This design comes from an exercise in tuning for a short achievable clock period and few clock cycles on the open sky130 flow, not from production work.
Where RTL was checked, it was by simulation tests only, not by an equivalence proof against the original.

==> inputs of build 84 <==
## mips_core
module mips_core (
    input  logic                   clk,
    input  logic                   reset,
    output logic [$clog2(256)-1:0]  imem_addr,
    input  logic [32-1:0]  imem_data,
    output logic                   dmem_wr_en,
    output logic                   dmem_rd_en,
    output logic [32-1:0]  dmem_addr,
    output logic [32-1:0]  dmem_wdata,
    input  logic [32-1:0]  dmem_rdata,
    output logic                   wb_valid,
    output logic [5-1:0] wb_addr,
    output logic [32-1:0]  wb_data
);
==> flow/config.mk <==
export PLATFORM = sky130hd
export DESIGN_NAME = mips_core
export DESIGN_NICKNAME = mips_core
export VERILOG_FILES = /design/flow/design.v
export SDC_FILE = /design/flow/constraint.sdc
export NUM_CORES = 4
export LEC_CHECK = 0
export ABC_CLOCK_PERIOD_IN_PS = 2500
export CAP_MARGIN = 20
export CORE_MARGIN = 2
export CORE_UTILIZATION = 40
export SETUP_SLACK_MARGIN = 4
export SLEW_MARGIN = 20
export TNS_END_PERCENT = 100
==> flow/constraint.sdc <==
create_clock -name core_clock -period 7.0 [get_ports {clk}]
set_input_delay 1.4000 -clock core_clock [delete_from_list [all_inputs] [get_ports {clk}]]
set_output_delay 1.4000 -clock core_clock [all_outputs]
set_load 0.01 [all_outputs]
run.sh (not shown) runs the stock make flow with config.mk's settings and CLKGATE_MAP_FILE= SYNTH_SCRIPT=/design/flow/synth_recipe.tcl, a recipe that flattens the netlist after the stock synthesis.
==> trial 76: changes against build 84 <==
--- a/flow/design.v
+++ b/flow/design.v
@@ -200,34 +200,30 @@
     assign rd_data2 = (wr_addr != '0 && wr_addr == rd_addr2) ? wr_data : raw2;
 endmodule
 `default_nettype wire
 `timescale 1ns/1ns
 `default_nettype none
-module alu (
-    input  logic                   op_sum,    
-    input  logic                   op_sub,
-    input  logic                   op_and,
-    input  logic                   op_or,
-    input  logic                   op_slt,
-    input  logic [32-1:0]  a,
-    input  logic [32-1:0]  b,
-    output logic [32-1:0]  result,
-    output logic [32-1:0]  sum
+module ks_adder #(
+    parameter int N = 32,
+    parameter bit INVERT_B = 1'b0
+) (
+    input  logic [N-1:0] a,
+    input  logic [N-1:0] b,
+    input  logic         cin,
+    output logic [N-1:0] sum
 );
-    localparam int N      = 32;
-    localparam int LEVELS = $clog2(32);
+    localparam int LEVELS = $clog2(N);
     logic [N-1:0] bb;
-    logic [N-1:0] g0;
-    logic [N-1:0] p0;
     logic [N-1:0] g [LEVELS+1];
     logic [N-1:0] p [LEVELS+1];
+    logic [N-1:0] p0;
+    logic [N-1:0] g0;
     logic [N-1:0] carry;
-    logic         set_lt;
-    assign bb = b ^ {N{op_sub}};
+    assign bb = INVERT_B ? ~b : b;
     assign g0 = a & bb;
     assign p0 = a ^ bb;
-    assign g[0] = {g0[N-1:1], g0[0] | (p0[0] & op_sub)};
+    assign g[0] = {g0[N-1:1], g0[0] | (p0[0] & cin)};
     assign p[0] = p0;
     for (genvar l = 1; l <= LEVELS; l++) begin : g_level
         localparam int D = 1 << (l - 1);
         for (genvar i = 0; i < N; i++) begin : g_bit
             if (i >= D) begin : g_merge
@@ -237,13 +233,28 @@
                 assign g[l][i] = g[l-1][i];
                 assign p[l][i] = p[l-1][i];
             end
         end
     end
-    assign carry = {g[LEVELS][N-2:0], op_sub};
+    assign carry = {g[LEVELS][N-2:0], cin};
     assign sum   = p0 ^ carry;
-    assign set_lt = (a[N-1] ^ b[N-1]) ? a[N-1] : sum[N-1];
+endmodule
+module alu (
+    input  logic                   op_sum,    
+    input  logic                   op_and,
+    input  logic                   op_or,
+    input  logic                   op_slt,
+    input  logic                   cin,
+    input  logic [32-1:0]  a,
+    input  logic [32-1:0]  b,         
+    output logic [32-1:0]  result,
+    output logic [32-1:0]  sum
+);
+    localparam int N = 32;
+    logic set_lt;
+    ks_adder #(.N(N), .INVERT_B(1'b0)) i_add (.a(a), .b(b), .cin(cin), .sum(sum));
+    assign set_lt = (a[N-1] == b[N-1]) ? a[N-1] : sum[N-1];
     assign result = ({N{op_sum}} & sum)
                   | ({N{op_and}} & (a & b))
                   | ({N{op_or}}  & (a | b))
                   | {{(N-1){1'b0}}, op_slt & set_lt};
 endmodule
@@ -269,11 +280,11 @@
     localparam int RAW  = 5;
     logic [PCW-1:0]  pc;            
     logic [PCW-1:0]  pc_plus1;      
     logic            reset_q;       
     logic            e_op_sum;
-    logic            e_op_sub;
+    logic            e_cin;         
     logic            e_op_and;
     logic            e_op_or;
     logic            e_op_slt;
     logic            e_load;
     logic            e_store;
@@ -282,13 +293,10 @@
     logic [PCW-1:0]  e_target_p1;
     logic [RAW-1:0]  e_dst;         
     logic [XLEN-1:0] e_a;           
     logic [XLEN-1:0] e_b;           
     logic [XLEN-1:0] e_t;           
-    logic            e_a_mem, e_a_wb, e_a_rf;
-    logic            e_b_mem, e_b_wb, e_b_rf;
-    logic            e_t_mem, e_t_wb, e_t_rf;
     logic [XLEN-1:0] m_res;         
     logic [XLEN-3:0] m_addr;        
     logic [XLEN-1:0] m_wdata;
     logic [RAW-1:0]  m_dst;
     logic            m_load;        
@@ -376,66 +384,70 @@
         reset_q <= reset;
     end
     always_ff @(posedge clk) begin
         if (reset || stall) begin
             e_op_sum <= 1'b0;
-            e_op_sub <= 1'b0;
+            e_cin    <= 1'b0;
             e_op_and <= 1'b0;
             e_op_or  <= 1'b0;
             e_op_slt <= 1'b0;
             e_load   <= 1'b0;
             e_store  <= 1'b0;
             e_br     <= 1'b0;
             e_dst    <= '0;
         end else begin
             e_op_sum <= (d_alu & ~d_and & ~d_or) | d_imm_b;
-            e_op_sub <= d_sub;
+            e_cin    <= d_sub;
             e_op_and <= d_and;
             e_op_or  <= d_or;
             e_op_slt <= d_slt;
             e_load   <= d_lw;
             e_store  <= d_sw;
             e_br     <= d_beq;
             e_dst    <= d_dst;
         end
     end
+    logic            a_alu, a_mem, a_rf;
+    logic            b_alu, b_mem, b_rf, b_imm, b_inv;
+    logic            t_alu, t_mem, t_rf;
+    logic [XLEN-1:0] alu_result;
+    logic [XLEN-1:0] alu_sum;
+    logic [XLEN-1:0] m_val;
+    assign a_alu = rs_from_mem;
+    assign a_mem = rs_from_wb;
+    assign a_rf  = !rs_from_mem && !rs_from_wb && !reset_q;
+    assign t_alu = rt_from_mem;
+    assign t_mem = rt_from_wb;
+    assign t_rf  = !rt_from_mem && !rt_from_wb && !reset_q;
+    assign b_imm = d_imm_b;
+    assign b_inv = d_sub;
+    assign b_alu = t_alu && !d_imm_b;
+    assign b_mem = t_mem && !d_imm_b;
+    assign b_rf  = t_rf  && !d_imm_b;
     always_ff @(posedge clk) begin
         e_target    <= d_target;
         e_target_p1 <= d_target_p1;
-        e_a         <= rf_rd1;
-        e_b         <= d_imm_b ? d_imm : rf_rd2;
-        e_t         <= rf_rd2;
-        e_a_mem     <= rs_from_mem;
-        e_a_wb      <= rs_from_wb;
-        e_a_rf      <= !rs_from_mem && !rs_from_wb && !reset_q;
-        e_b_mem     <= rt_from_mem & ~d_imm_b;
-        e_b_wb      <= rt_from_wb  & ~d_imm_b;
-        e_b_rf      <= d_imm_b || (!rt_from_mem && !rt_from_wb && !reset_q);
-        e_t_mem     <= rt_from_mem;
-        e_t_wb      <= rt_from_wb;
-        e_t_rf      <= !rt_from_mem && !rt_from_wb && !reset_q;
+        e_a <= ({XLEN{a_alu}} & alu_result) | ({XLEN{a_mem}} & m_val) | ({XLEN{a_rf}} & rf_rd1);
+        e_b <= ({XLEN{b_alu && !b_inv}} & alu_result) | ({XLEN{b_alu && b_inv}} & ~alu_result)
+             | ({XLEN{b_mem && !b_inv}} & m_val)      | ({XLEN{b_mem && b_inv}} & ~m_val)
+             | ({XLEN{b_rf  && !b_inv}} & rf_rd2)     | ({XLEN{b_rf  && b_inv}} & ~rf_rd2)
+             | ({XLEN{b_imm}} & d_imm)
+             | {XLEN{b_inv && reset_q && !rt_from_mem && !rt_from_wb}};
+        e_t <= ({XLEN{t_alu}} & alu_result) | ({XLEN{t_mem}} & m_val) | ({XLEN{t_rf}} & rf_rd2);
     end
-    logic [XLEN-1:0] x_a;
-    logic [XLEN-1:0] x_b;
-    logic [XLEN-1:0] x_t;
-    logic [XLEN-1:0] alu_result;
-    logic [XLEN-1:0] alu_sum;
-    assign x_a = ({XLEN{e_a_mem}} & m_res) | ({XLEN{e_a_wb}} & w_res) | ({XLEN{e_a_rf}} & e_a);
-    assign x_b = ({XLEN{e_b_mem}} & m_res) | ({XLEN{e_b_wb}} & w_res) | ({XLEN{e_b_rf}} & e_b);
-    assign x_t = ({XLEN{e_t_mem}} & m_res) | ({XLEN{e_t_wb}} & w_res) | ({XLEN{e_t_rf}} & e_t);
     alu i_alu (
         .op_sum (e_op_sum),
-        .op_sub (e_op_sub),
+        .cin    (e_cin),
         .op_and (e_op_and),
         .op_or  (e_op_or),
         .op_slt (e_op_slt),
-        .a      (x_a),
-        .b      (x_b),
+        .a      (e_a),
+        .b      (e_b),
         .result (alu_result),
         .sum    (alu_sum)
     );
-    assign taken = e_br && (x_a == x_t);
+    assign taken = e_br && (e_a == e_t);
     always_ff @(posedge clk) begin
         if (reset) begin
             m_load  <= 1'b0;
             m_store <= 1'b0;
             m_dst   <= '0;
@@ -446,11 +458,11 @@
         end
     end
     always_ff @(posedge clk) begin
         m_res     <= alu_result;
         m_addr    <= alu_sum[XLEN-1:2];
-        m_wdata   <= x_t;
+        m_wdata   <= e_t;
         m_load_wb <= e_load && (e_dst != '0);
     end
     assign dmem_wr_en = m_store;
     assign dmem_rd_en = m_load;
     assign dmem_addr  = {{2{1'b0}}, m_addr};
@@ -462,12 +474,13 @@
         end else begin
             w_valid_o <= (m_dst != '0);
             w_dst     <= m_dst;
         end
     end
+    assign m_val = m_load_wb ? dmem_rdata : m_res;
     always_ff @(posedge clk) begin
-        w_res   <= m_load_wb ? dmem_rdata : m_res;
+        w_res   <= m_val;
         w_res_o <= m_load ? dmem_rdata : m_res;
         w_dst_o <= m_dst;
     end
     assign wb_valid = w_valid_o;
     assign wb_addr  = w_dst_o;
==> flow/config.mk (replaced) <==
export PLATFORM = sky130hd
export DESIGN_NAME = mips_core
export DESIGN_NICKNAME = mips_core
export VERILOG_FILES = /design/flow/design.v
export SDC_FILE = /design/flow/constraint.sdc
export NUM_CORES = 4
export LEC_CHECK = 0
export ABC_CLOCK_PERIOD_IN_PS = 2000
export CAP_MARGIN = 20
export CORE_MARGIN = 2
export CORE_UTILIZATION = 40
export SETUP_SLACK_MARGIN = 4.6
export SLEW_MARGIN = 20
export TNS_END_PERCENT = 100
==> trial 39: changes against build 84 <==
--- a/flow/design.v
+++ b/flow/design.v
@@ -200,34 +200,30 @@
     assign rd_data2 = (wr_addr != '0 && wr_addr == rd_addr2) ? wr_data : raw2;
 endmodule
 `default_nettype wire
 `timescale 1ns/1ns
 `default_nettype none
-module alu (
-    input  logic                   op_sum,    
-    input  logic                   op_sub,
-    input  logic                   op_and,
-    input  logic                   op_or,
-    input  logic                   op_slt,
-    input  logic [32-1:0]  a,
-    input  logic [32-1:0]  b,
-    output logic [32-1:0]  result,
-    output logic [32-1:0]  sum
+module ks_adder #(
+    parameter int N = 32,
+    parameter bit INVERT_B = 1'b0
+) (
+    input  logic [N-1:0] a,
+    input  logic [N-1:0] b,
+    input  logic         cin,
+    output logic [N-1:0] sum
 );
-    localparam int N      = 32;
-    localparam int LEVELS = $clog2(32);
+    localparam int LEVELS = $clog2(N);
     logic [N-1:0] bb;
-    logic [N-1:0] g0;
-    logic [N-1:0] p0;
     logic [N-1:0] g [LEVELS+1];
     logic [N-1:0] p [LEVELS+1];
+    logic [N-1:0] p0;
+    logic [N-1:0] g0;
     logic [N-1:0] carry;
-    logic         set_lt;
-    assign bb = b ^ {N{op_sub}};
+    assign bb = INVERT_B ? ~b : b;
     assign g0 = a & bb;
     assign p0 = a ^ bb;
-    assign g[0] = {g0[N-1:1], g0[0] | (p0[0] & op_sub)};
+    assign g[0] = {g0[N-1:1], g0[0] | (p0[0] & cin)};
     assign p[0] = p0;
     for (genvar l = 1; l <= LEVELS; l++) begin : g_level
         localparam int D = 1 << (l - 1);
         for (genvar i = 0; i < N; i++) begin : g_bit
             if (i >= D) begin : g_merge
@@ -237,14 +233,32 @@
                 assign g[l][i] = g[l-1][i];
                 assign p[l][i] = p[l-1][i];
             end
         end
     end
-    assign carry = {g[LEVELS][N-2:0], op_sub};
+    assign carry = {g[LEVELS][N-2:0], cin};
     assign sum   = p0 ^ carry;
-    assign set_lt = (a[N-1] ^ b[N-1]) ? a[N-1] : sum[N-1];
-    assign result = ({N{op_sum}} & sum)
+endmodule
+module alu (
+    input  logic                   op_add,    
+    input  logic                   op_sub,
+    input  logic                   op_and,
+    input  logic                   op_or,
+    input  logic                   op_slt,
+    input  logic [32-1:0]  a,
+    input  logic [32-1:0]  b,
+    output logic [32-1:0]  result,
+    output logic [32-1:0]  sum
+);
+    localparam int N = 32;
+    logic [N-1:0] diff;
+    logic         set_lt;
+    ks_adder #(.N(N), .INVERT_B(1'b0)) i_add (.a(a), .b(b), .cin(1'b0), .sum(sum));
+    ks_adder #(.N(N), .INVERT_B(1'b1)) i_sub (.a(a), .b(b), .cin(1'b1), .sum(diff));
+    assign set_lt = (a[N-1] ^ b[N-1]) ? a[N-1] : diff[N-1];
+    assign result = ({N{op_add}} & sum)
+                  | ({N{op_sub}} & diff)
                   | ({N{op_and}} & (a & b))
                   | ({N{op_or}}  & (a | b))
                   | {{(N-1){1'b0}}, op_slt & set_lt};
 endmodule
 `default_nettype wire
@@ -268,11 +282,11 @@
     localparam int PCW  = $clog2(256);
     localparam int RAW  = 5;
     logic [PCW-1:0]  pc;            
     logic [PCW-1:0]  pc_plus1;      
     logic            reset_q;       
-    logic            e_op_sum;
+    logic            e_op_add;
     logic            e_op_sub;
     logic            e_op_and;
     logic            e_op_or;
     logic            e_op_slt;
     logic            e_load;
@@ -282,13 +296,10 @@
     logic [PCW-1:0]  e_target_p1;
     logic [RAW-1:0]  e_dst;         
     logic [XLEN-1:0] e_a;           
     logic [XLEN-1:0] e_b;           
     logic [XLEN-1:0] e_t;           
-    logic            e_a_mem, e_a_wb, e_a_rf;
-    logic            e_b_mem, e_b_wb, e_b_rf;
-    logic            e_t_mem, e_t_wb, e_t_rf;
     logic [XLEN-1:0] m_res;         
     logic [XLEN-3:0] m_addr;        
     logic [XLEN-1:0] m_wdata;
     logic [RAW-1:0]  m_dst;
     logic            m_load;        
@@ -375,67 +386,67 @@
     always_ff @(posedge clk) begin
         reset_q <= reset;
     end
     always_ff @(posedge clk) begin
         if (reset || stall) begin
-            e_op_sum <= 1'b0;
+            e_op_add <= 1'b0;
             e_op_sub <= 1'b0;
             e_op_and <= 1'b0;
             e_op_or  <= 1'b0;
             e_op_slt <= 1'b0;
             e_load   <= 1'b0;
             e_store  <= 1'b0;
             e_br     <= 1'b0;
             e_dst    <= '0;
         end else begin
-            e_op_sum <= (d_alu & ~d_and & ~d_or) | d_imm_b;
-            e_op_sub <= d_sub;
+            e_op_add <= (d_alu & ~d_sub & ~d_and & ~d_or) | d_imm_b;
+            e_op_sub <= d_sub & d_alu;
             e_op_and <= d_and;
             e_op_or  <= d_or;
             e_op_slt <= d_slt;
             e_load   <= d_lw;
             e_store  <= d_sw;
             e_br     <= d_beq;
             e_dst    <= d_dst;
         end
     end
+    logic            a_alu, a_mem, a_rf;
+    logic            b_alu, b_mem, b_rf, b_imm;
+    logic            t_alu, t_mem, t_rf;
+    logic [XLEN-1:0] alu_result;
+    logic [XLEN-1:0] alu_sum;
+    logic [XLEN-1:0] m_val;
+    assign a_alu = rs_from_mem;
+    assign a_mem = rs_from_wb;
+    assign a_rf  = !rs_from_mem && !rs_from_wb && !reset_q;
+    assign t_alu = rt_from_mem;
+    assign t_mem = rt_from_wb;
+    assign t_rf  = !rt_from_mem && !rt_from_wb && !reset_q;
+    assign b_imm = d_imm_b;
+    assign b_alu = t_alu && !d_imm_b;
+    assign b_mem = t_mem && !d_imm_b;
+    assign b_rf  = t_rf  && !d_imm_b;
     always_ff @(posedge clk) begin
         e_target    <= d_target;
         e_target_p1 <= d_target_p1;
-        e_a         <= rf_rd1;
-        e_b         <= d_imm_b ? d_imm : rf_rd2;
-        e_t         <= rf_rd2;
-        e_a_mem     <= rs_from_mem;
-        e_a_wb      <= rs_from_wb;
-        e_a_rf      <= !rs_from_mem && !rs_from_wb && !reset_q;
-        e_b_mem     <= rt_from_mem & ~d_imm_b;
-        e_b_wb      <= rt_from_wb  & ~d_imm_b;
-        e_b_rf      <= d_imm_b || (!rt_from_mem && !rt_from_wb && !reset_q);
-        e_t_mem     <= rt_from_mem;
-        e_t_wb      <= rt_from_wb;
-        e_t_rf      <= !rt_from_mem && !rt_from_wb && !reset_q;
+        e_a <= ({XLEN{a_alu}} & alu_result) | ({XLEN{a_mem}} & m_val) | ({XLEN{a_rf}} & rf_rd1);
+        e_b <= ({XLEN{b_alu}} & alu_result) | ({XLEN{b_mem}} & m_val) | ({XLEN{b_rf}} & rf_rd2)
+             | ({XLEN{b_imm}} & d_imm);
+        e_t <= ({XLEN{t_alu}} & alu_result) | ({XLEN{t_mem}} & m_val) | ({XLEN{t_rf}} & rf_rd2);
     end
-    logic [XLEN-1:0] x_a;
-    logic [XLEN-1:0] x_b;
-    logic [XLEN-1:0] x_t;
-    logic [XLEN-1:0] alu_result;
-    logic [XLEN-1:0] alu_sum;
-    assign x_a = ({XLEN{e_a_mem}} & m_res) | ({XLEN{e_a_wb}} & w_res) | ({XLEN{e_a_rf}} & e_a);
-    assign x_b = ({XLEN{e_b_mem}} & m_res) | ({XLEN{e_b_wb}} & w_res) | ({XLEN{e_b_rf}} & e_b);
-    assign x_t = ({XLEN{e_t_mem}} & m_res) | ({XLEN{e_t_wb}} & w_res) | ({XLEN{e_t_rf}} & e_t);
     alu i_alu (
-        .op_sum (e_op_sum),
+        .op_add (e_op_add),
         .op_sub (e_op_sub),
         .op_and (e_op_and),
         .op_or  (e_op_or),
         .op_slt (e_op_slt),
-        .a      (x_a),
-        .b      (x_b),
+        .a      (e_a),
+        .b      (e_b),
         .result (alu_result),
         .sum    (alu_sum)
     );
-    assign taken = e_br && (x_a == x_t);
+    assign taken = e_br && (e_a == e_t);
     always_ff @(posedge clk) begin
         if (reset) begin
             m_load  <= 1'b0;
             m_store <= 1'b0;
             m_dst   <= '0;
@@ -446,11 +457,11 @@
         end
     end
     always_ff @(posedge clk) begin
         m_res     <= alu_result;
         m_addr    <= alu_sum[XLEN-1:2];
-        m_wdata   <= x_t;
+        m_wdata   <= e_t;
         m_load_wb <= e_load && (e_dst != '0);
     end
     assign dmem_wr_en = m_store;
     assign dmem_rd_en = m_load;
     assign dmem_addr  = {{2{1'b0}}, m_addr};
@@ -462,12 +473,13 @@
         end else begin
             w_valid_o <= (m_dst != '0);
             w_dst     <= m_dst;
         end
     end
+    assign m_val = m_load_wb ? dmem_rdata : m_res;
     always_ff @(posedge clk) begin
-        w_res   <= m_load_wb ? dmem_rdata : m_res;
+        w_res   <= m_val;
         w_res_o <= m_load ? dmem_rdata : m_res;
         w_dst_o <= m_dst;
     end
     assign wb_valid = w_valid_o;
     assign wb_addr  = w_dst_o;
==> flow_metrics.tcl <==
set metrics [dict create \
    critPathArrivalTime_ns 4.65 \
    die-area_um2 179600 \
    status "no timing/DRC/antenna violations" \
    start_util_pct 40.16 \
    grt_pass1_vias 49210 \
    finalPower_uw 20960 \
    worstPathRequired_ns 7.70 \
    cts_resized 658 \
    crit_start "e_a[9]$_DFF_P_" \
    comb-power_uw 3730 \
    gr-usage-met3_pct 7.968 \
    period_needed_ns 3.947 \
    postLayoutCoreUtil_pct 49.83 \
    synth_compound_area_share_pct 5.323 \
    first_iter_violations 7176 \
    cp_slowest_cell "or4_4" \
    clkbuf_count 199 \
]
-- figures above: trial 39

==> flow_metrics.tcl <==
set metrics [dict create \
    status "no timing/DRC/antenna violations" \
    start_util_pct 40.17 \
    hp-start "m_dst[1]$_SDFF_PP0_" \
    cp_slowest_cell "dfxtp_4" \
    die-area_um2 177500 \
    largestPowerGroup "sequential cells" \
    worstPathRequired_ns 7.68 \
    postLayoutCoreUtil_pct 48.96 \
    slew_viol_final 0 \
    critPathArrivalTime_ns 4.22 \
    synth_mux_area_share_pct 17.64 \
    finalPower_uw 20220 \
    gr-usage-met3_pct 5.671 \
    comb-power_uw 2970 \
    crit_start "e_b_mem$_DFF_P_" \
    cts_resized 460 \
    clkbuf_count 206 \
    setup_tns_ns 0 \
    period_needed_ns 3.547 \
    first_iter_violations 7578 \
]
-- figures above: build 84

==> flow_metrics.tcl <==
set metrics [dict create \
    hp-start "e_t[26]$_DFF_P_" \
    hp-class "flip-flop to flip-flop" \
    grt_pass1_vias 49560 \
    cts_resized 1243 \
    clock_sinks 1343 \
    clkTransAtPathRegs_ns 0.06 \
    start_util_pct 40.12 \
    gr-usage-met3_pct 8.075 \
    crit_start "imem_data[21]" \
    finalPower_uw 19840 \
    status "no timing/DRC/antenna violations" \
    first_iter_violations 7872 \
    postLayoutCoreUtil_pct 50.35 \
    critPathArrivalTime_ns 3.92 \
    cp_slowest_cell "a2111oi_1" \
    clkbuf_count 194 \
    worstPathRequired_ns 7.66 \
    die-area_um2 179400 \
    period_needed_ns 3.252 \
]
-- figures above: trial 76

Testbench counts of build 84, summed over its fixed seeds: cycles 20,540.
Only the layout flow was run in trial 76 and trial 39; the RTL was not checked for function there.

==> what the ideal ports hide <==
Ports are ideal in the flow. The routed layouts listed here were re-timed in OpenROAD. Step 1, drivers: a clkbuf_16 drives clk and a buf_2 each remaining input, both assumed. Step 2 also shifts input and output timing later by t, the mid clock arrival at the registers, as if the neighbouring blocks saw the same clock. Slacks: no drivers / after step 1 / after step 2; pairs: no drivers / after step 1.
run	t, ns	slack for setup (ns)	worst setup path at the end	worst data-port slew with drivers (ns)	cell pins on the clock port's net
build 84	0.875	3.453 / 3.453 / 2.754	input to register	0.45	1
trial 76	0.906	3.748 / 3.241 / 2.335	input to register	0.81	1
trial 39	0.896	3.053 / 2.884 / 1.988	input to register	0.61	1
After both steps setup and hold are still met in every run listed. The setup slack of trial 76, which loses most, moves by -0.507 ns with the drivers and by -1.413 ns with both steps.
